This is an optimization exercise on Yosys and OpenROAD, whose aim is small area and few clock cycles per item, not a production implementation. Function was checked by simulation only, so behaviour that the tests miss may differ from the original. The clock port is modelled as an ideal driver; clocking choices that lean on that would not hold on a real chip. Power figures rest on the tool's default switching activity, not on a simulated workload.

<file path="flow/design.v">
`timescale 1ns / 1ps
`default_nettype none
package ils_pkg;
    localparam int CMD_W   = 3;
    localparam int POS_W   = 5;
    localparam int WORD_W  = 32;
    localparam int COUNT_W = 5;
    localparam int STAT_W  = 2;
    localparam int IDX_W   = 5;
    localparam int DEPTH_DEFAULT = 31;
    localparam int IN_TDATA_W  = 40;
    localparam int OUT_TDATA_W = 40;
    localparam logic [CMD_W-1:0] CMD_APPEND  = 3'd0;
    localparam logic [CMD_W-1:0] CMD_READ    = 3'd1;
    localparam logic [CMD_W-1:0] CMD_REPLACE = 3'd2;
    localparam logic [CMD_W-1:0] CMD_REMOVE  = 3'd3;
    localparam logic [CMD_W-1:0] CMD_INSERT  = 3'd4;
    localparam logic [STAT_W-1:0] ST_DONE  = 2'd0;
    localparam logic [STAT_W-1:0] ST_FULL  = 2'd1;
    localparam logic [STAT_W-1:0] ST_RANGE = 2'd2;
endpackage
`default_nettype wire
`timescale 1ns / 1ps
`default_nettype none
module ils_cell (
    input  wire                          i_clk,
    input  wire                          i_hold,
    input  wire                          i_sv,
    input  wire                          i_sl,
    input  wire  [ils_pkg::WORD_W-1:0]   i_x,
    input  wire  [ils_pkg::WORD_W-1:0]   i_left,
    output logic [ils_pkg::WORD_W-1:0]   o_s
);
    localparam int W = ils_pkg::WORD_W;
    logic [W-1:0] r_s;
    always_ff @(posedge i_clk) begin
        r_s <= ~((r_s & {W{i_hold}}) | (i_x & {W{i_sv}}) | (i_left & {W{i_sl}}));
    end
    assign o_s = r_s;
endmodule
`default_nettype wire
`timescale 1ns / 1ps
`default_nettype none
module ils_chain #(
    parameter int DEPTH = ils_pkg::DEPTH_DEFAULT
) (
    input  wire                          i_clk,
    input  wire  [DEPTH-1:0]             i_hold,
    input  wire  [DEPTH-1:0]             i_sv,
    input  wire  [DEPTH-1:0]             i_sl,
    input  wire  [ils_pkg::WORD_W-1:0]   i_val,
    input  wire                          i_phase,     
    input  wire                          i_rd_inv,    
    input  wire  [DEPTH-1:0]             i_rd_sel,    
    output logic [ils_pkg::WORD_W-1:0]   o_rd_data
);
    localparam int W = ils_pkg::WORD_W;
    logic [W-1:0] w_q [DEPTH];
    logic [W-1:0] w_x;
    assign w_x = i_val ^ {W{i_phase}};
    for (genvar g = 0; g < DEPTH; g++) begin : g_cell
        localparam int LEFT = (g == 0) ? DEPTH - 1 : g - 1;
        ils_cell u_cell (
            .i_clk    (i_clk),
            .i_hold   (i_hold[g]),
            .i_sv     (i_sv[g]),
            .i_sl     (i_sl[g]),
            .i_x      (w_x),
            .i_left   (w_q[LEFT]),
            .o_s      (w_q[g])
        );
    end
    localparam int G = (DEPTH + 2) / 3;
    logic [W-1:0] w_n [G];
    for (genvar g = 0; g < G; g++) begin : g_rd
        localparam int C0 = 3 * g;
        if (C0 + 3 <= DEPTH) begin : g_three
            ils_rd3 u_rd (
                .i_q0 (w_q[C0]),
                .i_s0 (i_rd_sel[C0]),
                .i_q1 (w_q[C0 + 1]),
                .i_s1 (i_rd_sel[C0 + 1]),
                .i_q2 (w_q[C0 + 2]),
                .i_s2 (i_rd_sel[C0 + 2]),
                .o_n  (w_n[g])
            );
        end else if (C0 + 2 == DEPTH) begin : g_two
            ils_rd2 u_rd (
                .i_q0 (w_q[C0]),
                .i_s0 (i_rd_sel[C0]),
                .i_q1 (w_q[C0 + 1]),
                .i_s1 (i_rd_sel[C0 + 1]),
                .o_n  (w_n[g])
            );
        end else begin : g_one
            ils_rd1 u_rd (
                .i_q0 (w_q[C0]),
                .i_s0 (i_rd_sel[C0]),
                .o_n  (w_n[g])
            );
        end
    end
    always_comb begin
        logic [W-1:0] all_n;
        all_n = '1;
        for (int k = 0; k < G; k++) all_n = all_n & w_n[k];
        o_rd_data = ~all_n ^ {W{i_rd_inv}};
    end
endmodule
module ils_rd3 (
    input  wire  [ils_pkg::WORD_W-1:0] i_q0,
    input  wire                        i_s0,
    input  wire  [ils_pkg::WORD_W-1:0] i_q1,
    input  wire                        i_s1,
    input  wire  [ils_pkg::WORD_W-1:0] i_q2,
    input  wire                        i_s2,
    output logic [ils_pkg::WORD_W-1:0] o_n
);
    assign o_n = ~((i_q0 & {ils_pkg::WORD_W{i_s0}}) |
                   (i_q1 & {ils_pkg::WORD_W{i_s1}}) |
                   (i_q2 & {ils_pkg::WORD_W{i_s2}}));
endmodule
module ils_rd2 (
    input  wire  [ils_pkg::WORD_W-1:0] i_q0,
    input  wire                        i_s0,
    input  wire  [ils_pkg::WORD_W-1:0] i_q1,
    input  wire                        i_s1,
    output logic [ils_pkg::WORD_W-1:0] o_n
);
    assign o_n = ~((i_q0 & {ils_pkg::WORD_W{i_s0}}) |
                   (i_q1 & {ils_pkg::WORD_W{i_s1}}));
endmodule
module ils_rd1 (
    input  wire  [ils_pkg::WORD_W-1:0] i_q0,
    input  wire                        i_s0,
    output logic [ils_pkg::WORD_W-1:0] o_n
);
    assign o_n = ~(i_q0 & {ils_pkg::WORD_W{i_s0}});
endmodule
`default_nettype wire
`timescale 1ns / 1ps
`default_nettype none
module indexed_list_store_top #(
    parameter int DEPTH = ils_pkg::DEPTH_DEFAULT
) (
    input  wire                                 i_clk,
    input  wire                                 i_rst_n,
    input  wire  [ils_pkg::IN_TDATA_W-1:0]      s_axis_tdata,
    input  wire                                 s_axis_tvalid,
    output logic                                s_axis_tready,
    output logic [ils_pkg::OUT_TDATA_W-1:0]     m_axis_tdata,
    output logic                                m_axis_tvalid,
    input  wire                                 m_axis_tready
);
    localparam int IW = ils_pkg::IDX_W;
    localparam logic [IW-1:0] LAST = IW'(DEPTH - 1);
    function automatic logic [5:0] f_add31(input logic [4:0] x, input logic [4:0] y);
        logic [4:0] g, p, c;
        logic       cin;
        g   = x & y;
        p   = x ^ y;
        cin = g[4] | (p[4] & g[3]) | (p[4] & p[3] & g[2]) | (p[4] & p[3] & p[2] & g[1]) |
              (p[4] & p[3] & p[2] & p[1] & g[0]) | (&p);
        c[0] = cin;
        c[1] = g[0] | (p[0] & cin);
        c[2] = g[1] | (p[1] & g[0]) | (p[1] & p[0] & cin);
        c[3] = g[2] | (p[2] & g[1]) | (p[2] & p[1] & g[0]) | (p[2] & p[1] & p[0] & cin);
        c[4] = g[3] | (p[3] & g[2]) | (p[3] & p[2] & g[1]) | (p[3] & p[2] & p[1] & g[0]) |
               (p[3] & p[2] & p[1] & p[0] & cin);
        f_add31 = {cin, p ^ c};
    endfunction
    logic [ils_pkg::CMD_W-1:0]  w_cmd;
    logic [ils_pkg::POS_W-1:0]  w_pos;
    logic [ils_pkg::WORD_W-1:0] w_val;
    logic                       w_exec;      
    assign w_exec   = s_axis_tvalid && s_axis_tready;
    assign w_cmd    = s_axis_tdata[2:0];
    assign w_pos    = s_axis_tdata[7:3];
    assign w_val    = s_axis_tdata[39:8];
    logic [IW-1:0]              r_len;
    logic [IW-1:0]              r_head;
    logic                       r_out_valid;
    logic [ils_pkg::STAT_W-1:0] r_status;
    logic                       r_rd;
    logic [7:0]                 r_rd_hi;     
    logic [3:0]                 r_rd_lo;     
    logic w_full, w_pos_lt, w_pos_gt;
    logic w_app, w_rd, w_rep, w_rem, w_ins;
    logic [ils_pkg::STAT_W-1:0] w_status;
    logic [IW-1:0] w_len_n;
    logic [IW-1:0] w_head1;  
    logic [IW-1:0] w_a;      
    logic [IW-1:0] w_b;      
    logic [IW-1:0] w_p;
    logic [IW-1:0] w_q;
    logic          w_do_val;
    logic          w_do_en;
    assign w_full   = (r_len == IW'(DEPTH));
    assign w_pos_lt = (w_pos < r_len);
    assign w_pos_gt = (w_pos > r_len);
    always_comb begin
        w_app    = 1'b0;
        w_rd     = 1'b0;
        w_rep    = 1'b0;
        w_rem    = 1'b0;
        w_ins    = 1'b0;
        w_status = ils_pkg::ST_DONE;
        case (w_cmd)
            ils_pkg::CMD_APPEND: begin
                if (w_full) w_status = ils_pkg::ST_FULL;
                else        w_app    = 1'b1;
            end
            ils_pkg::CMD_READ: begin
                if (w_pos_lt) w_rd     = 1'b1;
                else          w_status = ils_pkg::ST_RANGE;
            end
            ils_pkg::CMD_REPLACE: begin
                if (w_pos_lt) w_rep    = 1'b1;
                else          w_status = ils_pkg::ST_RANGE;
            end
            ils_pkg::CMD_REMOVE: begin
                if (w_pos_lt) w_rem    = 1'b1;
                else          w_status = ils_pkg::ST_RANGE;
            end
            ils_pkg::CMD_INSERT: begin
                if (w_full)        w_status = ils_pkg::ST_FULL;
                else if (w_pos_gt) w_status = ils_pkg::ST_RANGE;
                else               w_ins    = 1'b1;
            end
            default: ;
        endcase
    end
    assign w_len_n  = (w_app || w_ins) ? r_len + 1'b1 :
                      w_rem            ? r_len - 1'b1 : r_len;
    logic w_a_wrap, w_b_wrap;
    assign w_head1  = (r_head == LAST) ? '0 : r_head + 1'b1;
    assign {w_a_wrap, w_a} = f_add31(r_head, w_pos);
    assign {w_b_wrap, w_b} = f_add31(r_head, r_len);
    assign w_p      = (w_cmd == ils_pkg::CMD_APPEND) ? w_b :
                      (w_cmd == ils_pkg::CMD_REMOVE) ? w_head1 : w_a;
    assign w_q      = (w_cmd == ils_pkg::CMD_APPEND || w_cmd == ils_pkg::CMD_INSERT) ? w_b : w_a;
    assign w_do_val = w_app || w_rep || w_ins;
    assign w_do_en  = w_app || w_rep || w_ins || (w_rem && (w_pos != '0));
    logic [DEPTH-1:0] w_lt_p;
    logic [DEPTH-1:0] w_gt_q;
    logic [DEPTH-1:0] w_hold;
    logic [DEPTH-1:0] w_sv;
    logic [DEPTH-1:0] w_sl;
    logic             w_nwrap;
    logic             w_e_en;
    logic             w_e_val;
    assign w_e_en  = w_exec && w_do_en;
    assign w_e_val = w_exec && w_do_val;
    assign w_nwrap = !((w_cmd == ils_pkg::CMD_INSERT) ? (w_b_wrap && !w_a_wrap) :
                       (w_cmd == ils_pkg::CMD_REMOVE) ? (w_a_wrap && (r_head != LAST)) : 1'b0);
    ils_therm #(.DEPTH (DEPTH), .GE (1'b1)) u_lt_p (.i_x (w_p), .i_en (w_e_en), .o_n (w_lt_p));
    ils_therm #(.DEPTH (DEPTH), .GE (1'b0)) u_gt_q (.i_x (w_q), .i_en (w_e_en), .o_n (w_gt_q));
    ils_dec   #(.DEPTH (DEPTH))             u_at_p (.i_x (w_p), .i_en (w_e_val), .o_sel (w_sv));
    for (genvar j = 0; j < DEPTH; j++) begin : g_ctl
        ils_ctl u_ctl (
            .i_lt   (w_lt_p[j]),
            .i_gt   (w_gt_q[j]),
            .i_nw   (w_nwrap),
            .i_sv   (w_sv[j]),
            .o_hold (w_hold[j]),
            .o_sl   (w_sl[j])
        );
    end
    logic [DEPTH-1:0] w_rd_sel;
    for (genvar j = 0; j < DEPTH; j++) begin : g_rd_sel
        assign w_rd_sel[j] = r_rd_hi[j / 4] && r_rd_lo[j % 4];
    end
    logic [ils_pkg::WORD_W-1:0] w_rd_data;
    logic r_phase;
    always_ff @(posedge i_clk) begin
        if (!i_rst_n) r_phase <= 1'b0;
        else          r_phase <= !r_phase;
    end
    ils_chain #(
        .DEPTH (DEPTH)
    ) u_chain (
        .i_clk     (i_clk),
        .i_hold    (w_hold),
        .i_sv      (w_sv),
        .i_sl      (w_sl),
        .i_val     (w_val),
        .i_phase   (r_phase),
        .i_rd_inv  (r_phase && r_rd),
        .i_rd_sel  (w_rd_sel),
        .o_rd_data (w_rd_data)
    );
    assign s_axis_tready = !r_out_valid || m_axis_tready;
    always_ff @(posedge i_clk) begin
        if (!i_rst_n) begin
            r_len       <= '0;
            r_head      <= '0;
            r_out_valid <= 1'b0;
        end else begin
            if (w_exec) begin
                r_len       <= w_len_n;
                r_out_valid <= 1'b1;
                if (w_rem) r_head <= w_head1;
            end else if (m_axis_tready) begin
                r_out_valid <= 1'b0;
            end
        end
    end
    always_ff @(posedge i_clk) begin
        if (w_exec) begin
            r_status <= w_status;
            r_rd     <= w_rd;
            for (int k = 0; k < 8; k++) r_rd_hi[k] <= w_rd && (w_a[4:2] == 3'(k));
            for (int m = 0; m < 4; m++) r_rd_lo[m] <= (w_a[1:0] == 2'(m));
        end
    end
    assign m_axis_tvalid = r_out_valid;
    assign m_axis_tdata  = {1'b0, r_status, r_len, w_rd_data};
endmodule
module ils_therm #(
    parameter int DEPTH = ils_pkg::DEPTH_DEFAULT,
    parameter bit GE    = 1'b1
) (
    input  wire  [ils_pkg::IDX_W-1:0] i_x,
    input  wire                       i_en,
    output logic [DEPTH-1:0]          o_n
);
    for (genvar j = 0; j < DEPTH; j++) begin : g_bit
        if (GE) begin : g_ge
            assign o_n[j] = !(i_en && (ils_pkg::IDX_W'(j) >= i_x));
        end else begin : g_le
            assign o_n[j] = !(i_en && (ils_pkg::IDX_W'(j) <= i_x));
        end
    end
endmodule
module ils_dec #(
    parameter int DEPTH = ils_pkg::DEPTH_DEFAULT
) (
    input  wire  [ils_pkg::IDX_W-1:0] i_x,
    input  wire                       i_en,
    output logic [DEPTH-1:0]          o_sel
);
    for (genvar j = 0; j < DEPTH; j++) begin : g_bit
        assign o_sel[j] = i_en && (i_x == ils_pkg::IDX_W'(j));
    end
endmodule
module ils_ctl (
    input  wire  i_lt,
    input  wire  i_gt,
    input  wire  i_nw,
    input  wire  i_sv,
    output logic o_hold,
    output logic o_sl
);
    assign o_hold = (i_lt && i_gt) || (i_nw && (i_lt || i_gt));
    assign o_sl   = !(o_hold || i_sv);
endmodule
`default_nettype wire
</file>
<file path="flow/flow/run.sh">
#!/bin/bash
# Layout flow: the standard synthesis, then the standard ORFS steps with
# a few settings changed (see the make variables below). Each step's full
# output goes to a log file in the work folder.
set -euo pipefail
W=$(pwd)
F=$W/flow
TARGET=${OWN_TARGET:-finish}

# The standard synthesis, unchanged.
bash standard.sh synth > "$W/log_1_synth.txt" 2>&1

# Floorplan to final layout.
#  REMOVE_ABC_BUFFERS: drop the buffers that synthesis put on high-fanout
#    nets; repair_design buffers them again from the placement.
#  BUFFER_PORTS_ARGS: every port still gets a buffer, a plain buf_2.
#  CTS_ARGS: leaf clusters of up to 28 flip-flops on clkbuf_16, no dummy loads.
#  POST_RESIZE_TCL (post_resize.tcl): after repair_design, shrink buffers and
#    gates that are larger than their loads and timing need (downsize.tcl).
#  POST_CTS_TCL (post_cts.tcl): upsize clock buffers whose flip-flops see a
#    clock slew above OWN_CLK_SLEW_PS, then shrink logic again.
bash standard.sh \
  REMOVE_ABC_BUFFERS=1 \
  BUFFER_PORTS_ARGS="-buffer_cell sky130_fd_sc_hd__buf_2" \
  CTS_ARGS="${OWN_CTS_ARGS:--sink_clustering_enable -repair_clock_nets -dont_use_dummy_load -buf_list sky130_fd_sc_hd__clkbuf_16 -sink_clustering_size 28 -sink_clustering_max_diameter 100}" \
  OWN_FLOW_DIR="$F" OWN_CLK_SLEW_PS=100 POST_RESIZE_TCL="$F/post_resize.tcl" POST_CTS_TCL="$F/post_cts.tcl" \
  "$TARGET" > "$W/log_2_layout.txt" 2>&1
</file>
<file path="flow/config.mk">
export PLATFORM = sky130hd
export DESIGN_NAME = indexed_list_store_top
export DESIGN_NICKNAME = indexed_list_store_top
export VERILOG_FILES = /design/flow/design.v
export SDC_FILE = /design/flow/constraint.sdc
export NUM_CORES = 8
export LEC_CHECK = 0
export CAP_MARGIN = 20
export CORE_MARGIN = 2
export CORE_UTILIZATION = 55
export GPL_TIMING_DRIVEN = 1
export SETUP_SLACK_MARGIN = 0.25
export SLEW_MARGIN = 20
export SYNTH_HIERARCHICAL = 1
export SYNTH_MINIMUM_KEEP_SIZE = 0
</file>
<file path="flow/flow/post_resize.tcl">
# After repair_design: shrink oversized buffers and gates.
source $::env(OWN_FLOW_DIR)/downsize.tcl
estimate_parasitics -placement
downsize_cells 0.3
</file>
<file path="flow/flow/post_cts.tcl">
# After CTS: upsize the clock buffers whose flip-flops see a slow clock edge,
# then legalize, then shrink logic that repair_timing made larger than needed.
source $::env(OWN_FLOW_DIR)/downsize.tcl
estimate_parasitics -placement

proc clk_net_max_slew { inst } {
  set worst 0.0
  foreach pin [get_pins -of_objects $inst -filter "direction==output"] {
    foreach load [get_pins -of_objects [get_nets -of_objects $pin] -filter "direction==input"] {
      foreach a {slew_max_rise slew_max_fall} {
        if { [catch { set s [get_property $load $a] }] } { continue }
        if { [string is double -strict $s] && $s > $worst } { set worst $s }
      }
    }
  }
  return $worst
}

set clk_up {sky130_fd_sc_hd__clkbuf_1 sky130_fd_sc_hd__clkbuf_2 sky130_fd_sc_hd__clkbuf_4 sky130_fd_sc_hd__clkbuf_8 sky130_fd_sc_hd__clkbuf_16}
set limit [expr { $::env(OWN_CLK_SLEW_PS) / 1000.0 }]
for { set pass 0 } { $pass < 3 } { incr pass } {
  set n 0
  foreach inst [get_cells *] {
    if { [catch { set cell [get_name [get_property $inst liberty_cell]] }] } { continue }
    set i [lsearch $clk_up $cell]
    if { $i < 0 || $i == [llength $clk_up] - 1 } { continue }
    if { [clk_net_max_slew $inst] > $limit } {
      replace_cell $inst [lindex $clk_up [expr { $i + 1 }]]
      incr n
    }
  }
  puts "clock buffers upsized in pass $pass: $n"
  if { $n == 0 } { break }
}
detailed_placement
check_placement -verbose
estimate_parasitics -placement
downsize_cells 0.3
</file>
<file path="flow/constraint.sdc">
create_clock -name core_clock -period 5.5 [get_ports {i_clk}]
set_input_delay 1.1000 -clock core_clock [delete_from_list [all_inputs] [get_ports {i_clk}]]
set_output_delay 1.1000 -clock core_clock [all_outputs]
set_load 0.01 [all_outputs]
</file>
<file path="flow/standard.sh">
#!/bin/bash
# synth_recipe.tcl (not shown) runs the flow's synth.tcl, then flattens the netlist and writes it again
# the make line also repeats each setting of config.mk as NAME=value (left out here)
make -C /OpenROAD-flow-scripts/flow DESIGN_CONFIG=/design/flow/config.mk WORK_HOME=/design/flow/orfs CLKGATE_MAP_FILE= SYNTH_SCRIPT=/design/flow/synth_recipe.tcl "${@:-finish}"
</file>
<file path="flow/flow/downsize.tcl">
# Downsize cells that drive more than they need to: for each combinational
# cell larger than the smallest drive strength, try the smaller drive strengths of the same cell, smallest first, and
# keep one when it adds no max slew or max capacitance violation and leaves
# the worst slack through the cell at least ds_margin (or no worse than it
# was). Only shrinks cells, so the placement stays legal.
proc ds_family_sizes { lib_cell_name } {
  if { ![regexp {^(sky130_fd_sc_hd__[a-z0-9]+)_([0-9]+)$} $lib_cell_name -> base size] } {
    return {}
  }
  set out {}
  foreach cell [get_lib_cells ${base}_*] {
    set n [get_name $cell]
    if { [regexp "^${base}_(\[0-9\]+)\$" $n -> s] && $s < $size && ![ds_dont_use $n] } {
      lappend out [list $s $n]
    }
  }
  return [lsort -integer -index 0 $out]
}

proc ds_dont_use { name } {
  foreach pat $::env(DONT_USE_CELLS) {
    if { [string match $pat $name] } { return 1 }
  }
  return 0
}

proc ds_inst_slack { inst } {
  set worst 1e30
  foreach pin [get_pins -of_objects $inst] {
    if { [catch { set s [get_property $pin slack_max] }] } { continue }
    if { [string is double -strict $s] && $s < $worst } { set worst $s }
  }
  return $worst
}

proc downsize_cells { ds_margin } {
  set_max_transition [expr { 1.5 * (100 - $::env(SLEW_MARGIN)) / 100.0 }] [current_design]
  set nslew [sta::max_slew_violation_count]
  set ncap [sta::max_capacitance_violation_count]
  set changed 0
  set saved 0.0
  foreach inst [get_cells *] {
    if { [catch { set cell [get_property $inst liberty_cell] }] || $cell eq "" || $cell eq "NULL" } { continue }
    set cname [get_name $cell]
    if { [string match "*df*" $cname] || [string match "*clkbuf*" $cname] || [string match "*conb*" $cname] } { continue }
    if { [regexp {_1$} $cname] || [regexp {_0$} $cname] } { continue }
    set fam [ds_family_sizes $cname]
    if { [llength $fam] == 0 } { continue }
    set s0 [ds_inst_slack $inst]
    set need [expr { $s0 < $ds_margin ? $s0 : $ds_margin }]
    set a0 [get_property $cell area]
    foreach c $fam {
      set cand [lindex $c 1]
      replace_cell $inst $cand
      estimate_parasitics -placement
      if { [sta::max_slew_violation_count] <= $nslew && [sta::max_capacitance_violation_count] <= $ncap && [ds_inst_slack $inst] >= $need } {
        incr changed
        set saved [expr { $saved + $a0 - [get_property [get_lib_cells $cand] area] }]
        break
      }
      replace_cell $inst $cname
      estimate_parasitics -placement
    }
  }
  set_max_transition 1.5 [current_design]
  puts "downsize_cells: $changed cells made smaller, [format %.1f $saved] um2 saved"
}
</file>
==> impl_metrics.ini, run 1 <==
[status]
status = finished clean

[yosys]
synth-simple-area-share_pct = 5.510
synth_fa_ha_area_share_pct = 1.573
synth_edf_count = 15
ys_types = 71
synth_compound_area_share_pct = 33.05
synth_top_family_by_area = compound AO/OA/AOI/OAI gates
syn_inst = 3418
ys.flop_type = dfxtp_1
synth_warnings = 11
synth_area_um2 = 41920
ys_ff_latch = 1019
synthMuxAreaShare_pct = 0.3403
avgSynthCellArea_um2 = 12.26
yosys.area_share.xor_xnor_pct = 1.504
async_reset_ff_share_pct = 0
ys_seq_area_share_pct = 49.03

[flow_run]
drv_cap = 0

[detailed_routing]
drtIter0Drc = 13330
route.vias.total = 37870
route.detailed.drc = 0
routed_wl_mm = 154.9
drt-wirelength-per-cell_um = 35.98
antenna_left = 0
detail_route.vias_per_cell = 8.797
drt_pass1_iterations = 20

[timing]
max_slew_margin_pct = 19.61
setup_viol = 0
tightest_slew_ns = 1.206
hold_slack_ns = 0.4509
period_minus_slack_ns = 5.160
grt_setup_unrepaired = false
slew_violations = 0
fin_ws_ns = 0.3404
finClkSkew_ns = 0.07225
fmaxAchievable_ghz = 0.1938
period_share_pct = 93.81
hold_viol = 0

[die]
die_h_um = 280.1
die_w_um = 280.1
rows = 101
core_um2 = 75700
io_pins = 86
dieArea_um2 = 78440
initial_core_util_pct = 55.37

[critical_path]
critPathCaptureType = primary output
cp_max_fo = 23
critPathMostFrequentCell = buf_1
critPathBufInv = 2
cp_slowest_cell = buf_1
startpoint_type = flop
max_stage_delay_ns = 0.86
crit_required_ns = 4.40
crit_arrival_ns = 4.06
critPathKind = reg2out
cp_top_family = buffers and inverters
path_cells = and2_1, buf_1, a222oi_1, nand4_1, nor3_1, xnor2_1, buf_1

[cells_and_area]
post-route-util_pct = 54.91
layout.nets = 3396
n_antenna_cell = 0
area_growth_pct = -0.8387
drive_gt1_share_pct = 6.613

[placed_design]
hpwl_mm = 103.7
finalWeightedCongestion = 0.9355
dp_slack_ns = 0.1881
portBuffers = 84

[clocking]
clkLatencyLatePin_ns = 0.65
clkSinkCount = 1019
cts_tree = built
clkTransAtPathRegs_ns = 0.11

[global_routing]
antenna_found_initial = 0
grt_use_total_pct = 37.26
grt_pass1_wl_mm = 227.4
grt-ovfl-total = 0
grt_pass1_vias = 33430
grt_max_degree = 35

[min_path]
min_path_type = reg2reg

[pwr]
peakVddDrop_mv = 0.2942
powerDensity_nw_per_um2 = 381.8
p_leak_nw = 13.84
[per-module statistics from Yosys, one instance, submodules excluded, a selection]
module | cell area [um2] | flops+latches
indexed_list_store_top | 2445 | 27
ils_cell | 1044 | 32
ils_rd3 | 402.9 | 0
ils_rd1 | 153.9 | 0
ils_ctl | 17.52 | 0
[placed cells by master (no fill, tap or decap), types with 42 or more instances in the layout]
master	Yosys	layout
a222oi_1	1312	1312
nand4_1	67	67
nor2_1	60	82
buf_1	0	121
o21ai_0	44	42
nand2_1	75	75
buf_2	131	120
nand3_1	48	49
clkbuf_16	0	43
dfxtp_1	1004	1002
[metrics by stage]
step                      total power [W]  cell area [um2]  TNS (ns)  std cells
after floorplan                   0.01103            38240   -426.46       3014
after global placement            0.01218            41880  -0.02872       4261
after detailed placement          0.01214            40580         0       4261
after global routing              0.01635            41560         0       4305
final                             0.01587            41560         0       4305
[power breakdown]
| group | switching [W] | internal (W) | total [W] |
|---|---|---|---|
| registers | 0.00100 | 0.00844 | 0.00944 |
| clock network | 0.00230 | 0.00141 | 0.00372 |
| logic | 0.00147 | 0.00124 | 0.00271 |
| total | 0.00478 | 0.0111 | 0.0159 |
[worst reg2reg max path, stage by stage, from the launching register on]
cell and delay [ns]:
dfxtp_1 0.59, ha_1 0.40, o211ai_1 0.20, a21oi_1 0.11, a211oi_1 0.48, xor2_1 0.39
buf_1 0.28, o21ai_0 0.13, buf_2 0.24, and3_1 0.22, o21ai_0 0.15, maj3_1 0.76
buf_2 0.71, a222oi_1 0.26
[worst paths after layout]
kind                                                        start                           endpoint  slack, ns  cells past startpoint
worst max-delay path                                   r_rd_lo[0]                   m_axis_tdata[30]       0.34                      7
worst min-delay path            u_chain.g_cell[16].u_cell.r_s[13]  u_chain.g_cell[17].u_cell.r_s[13]       0.45                      1
worst max register to register                          r_head[2]  u_chain.g_cell[23].u_cell.r_s[29]       0.46                     13
worst min register to register  u_chain.g_cell[16].u_cell.r_s[13]  u_chain.g_cell[17].u_cell.r_s[13]       0.45                      1
[logic make-up after synthesis]
logic type                 Yosys count
adders and majority gates           54
muxes                               14
buffers and inverters              428
other                                1
xor gates and xnor gates            72
and+or+nand+nor                    404
AOI/OAI and AO/OA                 1426
DFF                               1019
[flip-flops by register name, summed over array words and instances (netlist names)]
signal and count:
r_rd_hi 8, r_phase 1, r_len 5, r_head 5, r_out_valid 1, r_rd_lo 4, r_rd 1, u_chain.g_cell.u_cell.r_s 992
r_status 2
[area by class of cell]
cell class                      count  area, um2
Clock buffer                       43       1076
Fill cell                        6569      34130
Tap cell                          978       1224
Inverter                           24      90.09
Timing Repair Buffer              270       1256
Sequential cell                  1019      20550
Multi-Input combinational cell   1971      17360
[routing by layer]
layer	track usage (%)	vias to the layer above	share of wire (%)
met5	0	-	0
met2	54.73	3225	42
met1	56.70	18900	42
met3	7.986	231	15
met4	5.704	0	1.8
li1	-	15520	-
[cells in the mapped netlist (31+ instances only)]
cell / number / share of area (%)
a222oi_1: 1312 / 31
and2_1: 39 / 0.58
buf_2: 131 / 1.6
buf_6: 257 / 6.9
dfxtp_1: 1004 / 48
maj3_2: 31 / 0.83
nand2_1: 75 / 0.67
nand3_1: 48 / 0.57
nand4_1: 67 / 1.0
nor2_1: 60 / 0.54
nor2_2: 31 / 0.46
nor3_2: 32 / 0.76
o21ai_0: 44 / 0.53
xnor2_1: 34 / 0.71
xor2_1: 38 / 0.79
Testbench counts, summed over its fixed seeds: cycles 24,008, items 24,000.
==> run 2: changes to the inputs <==
--- a/flow/flow/run.sh
+++ b/flow/flow/run.sh
@@ -15,5 +15,5 @@
 #    nets; repair_design buffers them again from the placement.
 #  BUFFER_PORTS_ARGS: every port still gets a buffer, a plain buf_2.
-#  CTS_ARGS: leaf clusters of up to 28 flip-flops on clkbuf_16, no dummy loads.
+#  CTS_ARGS: leaf clusters of up to 30 flip-flops on clkbuf_16, no dummy loads.
 #  POST_RESIZE_TCL (post_resize.tcl): after repair_design, shrink buffers and
 #    gates that are larger than their loads and timing need (downsize.tcl).
@@ -23,5 +23,5 @@
   REMOVE_ABC_BUFFERS=1 \
   BUFFER_PORTS_ARGS="-buffer_cell sky130_fd_sc_hd__buf_2" \
-  CTS_ARGS="${OWN_CTS_ARGS:--sink_clustering_enable -repair_clock_nets -dont_use_dummy_load -buf_list sky130_fd_sc_hd__clkbuf_16 -sink_clustering_size 28 -sink_clustering_max_diameter 100}" \
+  CTS_ARGS="${OWN_CTS_ARGS:--sink_clustering_enable -repair_clock_nets -dont_use_dummy_load -buf_list sky130_fd_sc_hd__clkbuf_16 -sink_clustering_size 30 -sink_clustering_max_diameter 100}" \
   OWN_FLOW_DIR="$F" OWN_CLK_SLEW_PS=100 POST_RESIZE_TCL="$F/post_resize.tcl" POST_CTS_TCL="$F/post_cts.tcl" \
   "$TARGET" > "$W/log_2_layout.txt" 2>&1
==> impl_metrics.ini, run 2 <==
[yosys]
synth-simple-area-share_pct = 5.510
ys_types = 71
synth_area_leaders = dfxtp_1, a222oi_1, buf_6, buf_2, edfxtp_1
synthMostInstantiatedCell = a222oi_1
synth_fa_ha_area_share_pct = 1.573
syn_inst = 3418
synth_warnings = 11
synth_area_um2 = 41920
synth_top_family_by_area = compound AO/OA/AOI/OAI gates
async_reset_ff_share_pct = 0
synth_top_area_cell = dfxtp_1
avgSynthCellArea_um2 = 12.26
ys_ff_latch = 1019
synth_edf_count = 15
synth_top_area_share_pct = 47.95
synthMuxAreaShare_pct = 0.3403
yosys.area_share.xor_xnor_pct = 1.504
synth_compound_area_share_pct = 33.05
ys.flop_type = dfxtp_1
ys_seq_area_share_pct = 49.03
synth_commonest_cells = a222oi_1, dfxtp_1, buf_6

[critical_path]
cp_top_family = buffers and inverters
startpoint_type = flop
critPathCaptureType = primary output
critPathKind = reg2out
critPathBufInv = 2
cp_slowest_cell = buf_1
crit_arrival_ns = 4.08
path_cells = and2_1, buf_1, a222oi_1, nand4_1, nor3_1, xnor2_1, buf_1
crit_required_ns = 4.40
max_stage_delay_ns = 0.86
cp_max_fo = 23
critPathMostFrequentCell = buf_1

[cells_and_area]
multi_input_area_um2 = 17360
final_common_cell = a222oi_1
regArea_um2 = 20550
layout.nets = 3393
final_cell_mix = a222oi_1, dfxtp_1, buf_2
drive_gt1_share_pct = 6.558
top_register = u_chain.g_cell.u_cell.r_s
post-route-util_pct = 54.84
reg_top3 = u_chain.g_cell.u_cell.r_s x992, r_rd_hi x8
design_area_um2 = 41510
n_fill_cell = 6563
largest_reg_flops = 992
area_growth_pct = -0.9701

[timing]
grt_setup_unrepaired = false
max_slew_margin_pct = 26.49
slew_violations = 0
hold_slack_ns = 0.4437
setup_tns_ns = 0
period_share_pct = 94.13
hold_viol = 0
tightest_slew_ns = 1.103
finClkSkew_ns = 0.06556
setup_viol = 0
fmaxAchievable_ghz = 0.1932
period_minus_slack_ns = 5.177
fin_ws_ns = 0.3229

[die]
dieArea_um2 = 78440
core_um2 = 75700
initial_core_util_pct = 55.37
die_h_um = 280.1
die_w_um = 280.1
io_pins = 86
rows = 101

[detailed_routing]
drtIter0Drc = 13510
antenna_left = 0
route.detailed.drc = 0
detail_route.vias_per_cell = 8.800
routed_wl_mm = 155.0
route.vias.total = 37880
drt-wirelength-per-cell_um = 36.00
drt_pass1_iterations = 16

[status]
status = finished clean

[pwr]
switching_share_pct = 30.12
powerDensity_nw_per_um2 = 380.2
p_int_w = 0.01103
p_leak_nw = 13.81
peakVddDrop_mv = 0.3061
power_switching_w = 0.004754
p_clk_share_pct = 23.0
p_comb_share_pct = 17.1
p_seq_share_pct = 59.9

[global_routing]
use_met2_pct = 54.50
grt_max_degree = 35
grt_pass1_wl_mm = 227.4
use_met1_pct = 56.38
grt_use_total_pct = 37.27
grt_pass1_vias = 33460
grt-ovfl-total = 0
grtUsageMet3_pct = 8.685
antenna_found_initial = 1
busiest_layer = met1

[flow_run]
drv_cap = 0

[placed_design]
dp_slack_ns = 0.1881
hpwl_mm = 103.7
placed_area_um2 = 40580
portBuffers = 84
finalWeightedCongestion = 0.9355

[clocking]
clkTransAtPathRegs_ns = 0.11
clkSinkCount = 1019
clkLatencyLatePin_ns = 0.61
cts_tree = built

[min_path]
min_path_type = reg2reg
## run 2: cell counts after synthesis
No cell type changed its count.
## run 2: modules after synthesis, one instance, submodules excluded, a selection
module                  cells  flip-flops and latches
ils_rd1                    35                       0
ils_rd3                    41                       0
ils_ctl                     2                       0
indexed_list_store_top    290                      27
ils_cell                   73                      32
## run 2: through the flow
| step | power (W) | cells |
|---|---|---|
| 3_5_place_dp | 0.01214 | 4261 |
| 2_1_floorplan | 0.01103 | 3014 |
| 6_report | 0.01578 | 4305 |
| 5_1_grt | 0.01628 | 4302 |
| 3_3_place_gp | 0.01218 | 4261 |
## run 2: power by group through the flow
stage | registers (W) | clock network [W] | logic, W
3_3_place_gp | 0.00947 | 0 | 0.00271
3_5_place_dp | 0.00951 | 0 | 0.00263
5_1_grt | 0.00952 | 0.00390 | 0.00286
6_report | 0.00945 | 0.00363 | 0.00270
2_1_floorplan | 0.00917 | 0 | 0.00186
## run 2: worst register-to-register path: stages, from the launching register on
cell and delay (ns):
dfxtp_1 0.60, ha_1 0.40, o211ai_1 0.20, a21oi_1 0.11, a211oi_1 0.48, xor2_1 0.40, buf_1 0.28, o21ai_0 0.13
buf_2 0.24, and3_1 0.22, o21ai_0 0.15, maj3_1 0.81, buf_2 0.71, a222oi_1 0.27
## run 2: cell families (layout without fill, tap and decap cells)
logic type | Yosys count | after routing
mux | 14 | 14
other cells | 1 | 4
simple gates | 404 | 404
compound gates | 1426 | 1426
buf+inv | 428 | 334
xor+xnor | 72 | 72
flops | 1019 | 1019
fa+ha+maj | 54 | 54
## run 2: worst paths after layout
| path | startpoint | endpoint | slack (ns) | cells after the start |
|---|---|---|---|---|
| max | r_rd_lo[0] | m_axis_tdata[30] | 0.32 | 7 |
| min | u_chain.g_cell[19].u_cell.r_s[18] | u_chain.g_cell[20].u_cell.r_s[18] | 0.44 | 1 |
| max reg2reg | r_head[2] | u_chain.g_cell[23].u_cell.r_s[23] | 0.39 | 13 |
| min reg2reg | u_chain.g_cell[19].u_cell.r_s[18] | u_chain.g_cell[20].u_cell.r_s[18] | 0.44 | 1 |
## run 2: area by class of cell
type / count / share of cell area (%)
Antenna cell: 3 / 0.01809
Tap cell: 978 / 2.948
Multi-Input combinational cell: 1971 / 41.83
Clock buffer: 41 / 2.472
Timing Repair Buffer: 269 / 2.996
Inverter: 24 / 0.2170
Sequential cell: 1019 / 49.52
## run 2: metal layers
metal,up-vias,share of wire (%)
li1,15520,-
met1,18880,41
met2,3245,42
met3,241,15
met4,0,1.9
met5,-,0

## separate check: timing with driven ports
Ports are ideal in the flow. The routed layouts listed here were re-timed in OpenROAD.
Step 1, drivers: a clkbuf_16 drives i_clk and a buf_2 each remaining input, both assumed.
Step 2 moves the port delays by t, midway between the first and last clock arrival at a register: inputs arrive t later, outputs are due t later. That takes back most of the time a late clock gives input paths.
Three values: ideal, step 1, step 2; two values: the first two.
run | t, ns | setup slack, ns | worst setup path at the end | pins driven straight from the clock port
run 1 | 0.665 | 0.340 / 0.269 / -0.199 | input to register | 1
run 2 | 0.665 | 0.323 / 0.252 / -0.247 | input to register | 1
Met with ideal ports but missed after step 2: setup timing in run 1 and run 2. The setup slack of run 2, which loses most, moves by -0.071 ns with the drivers and by -0.570 ns with both steps.
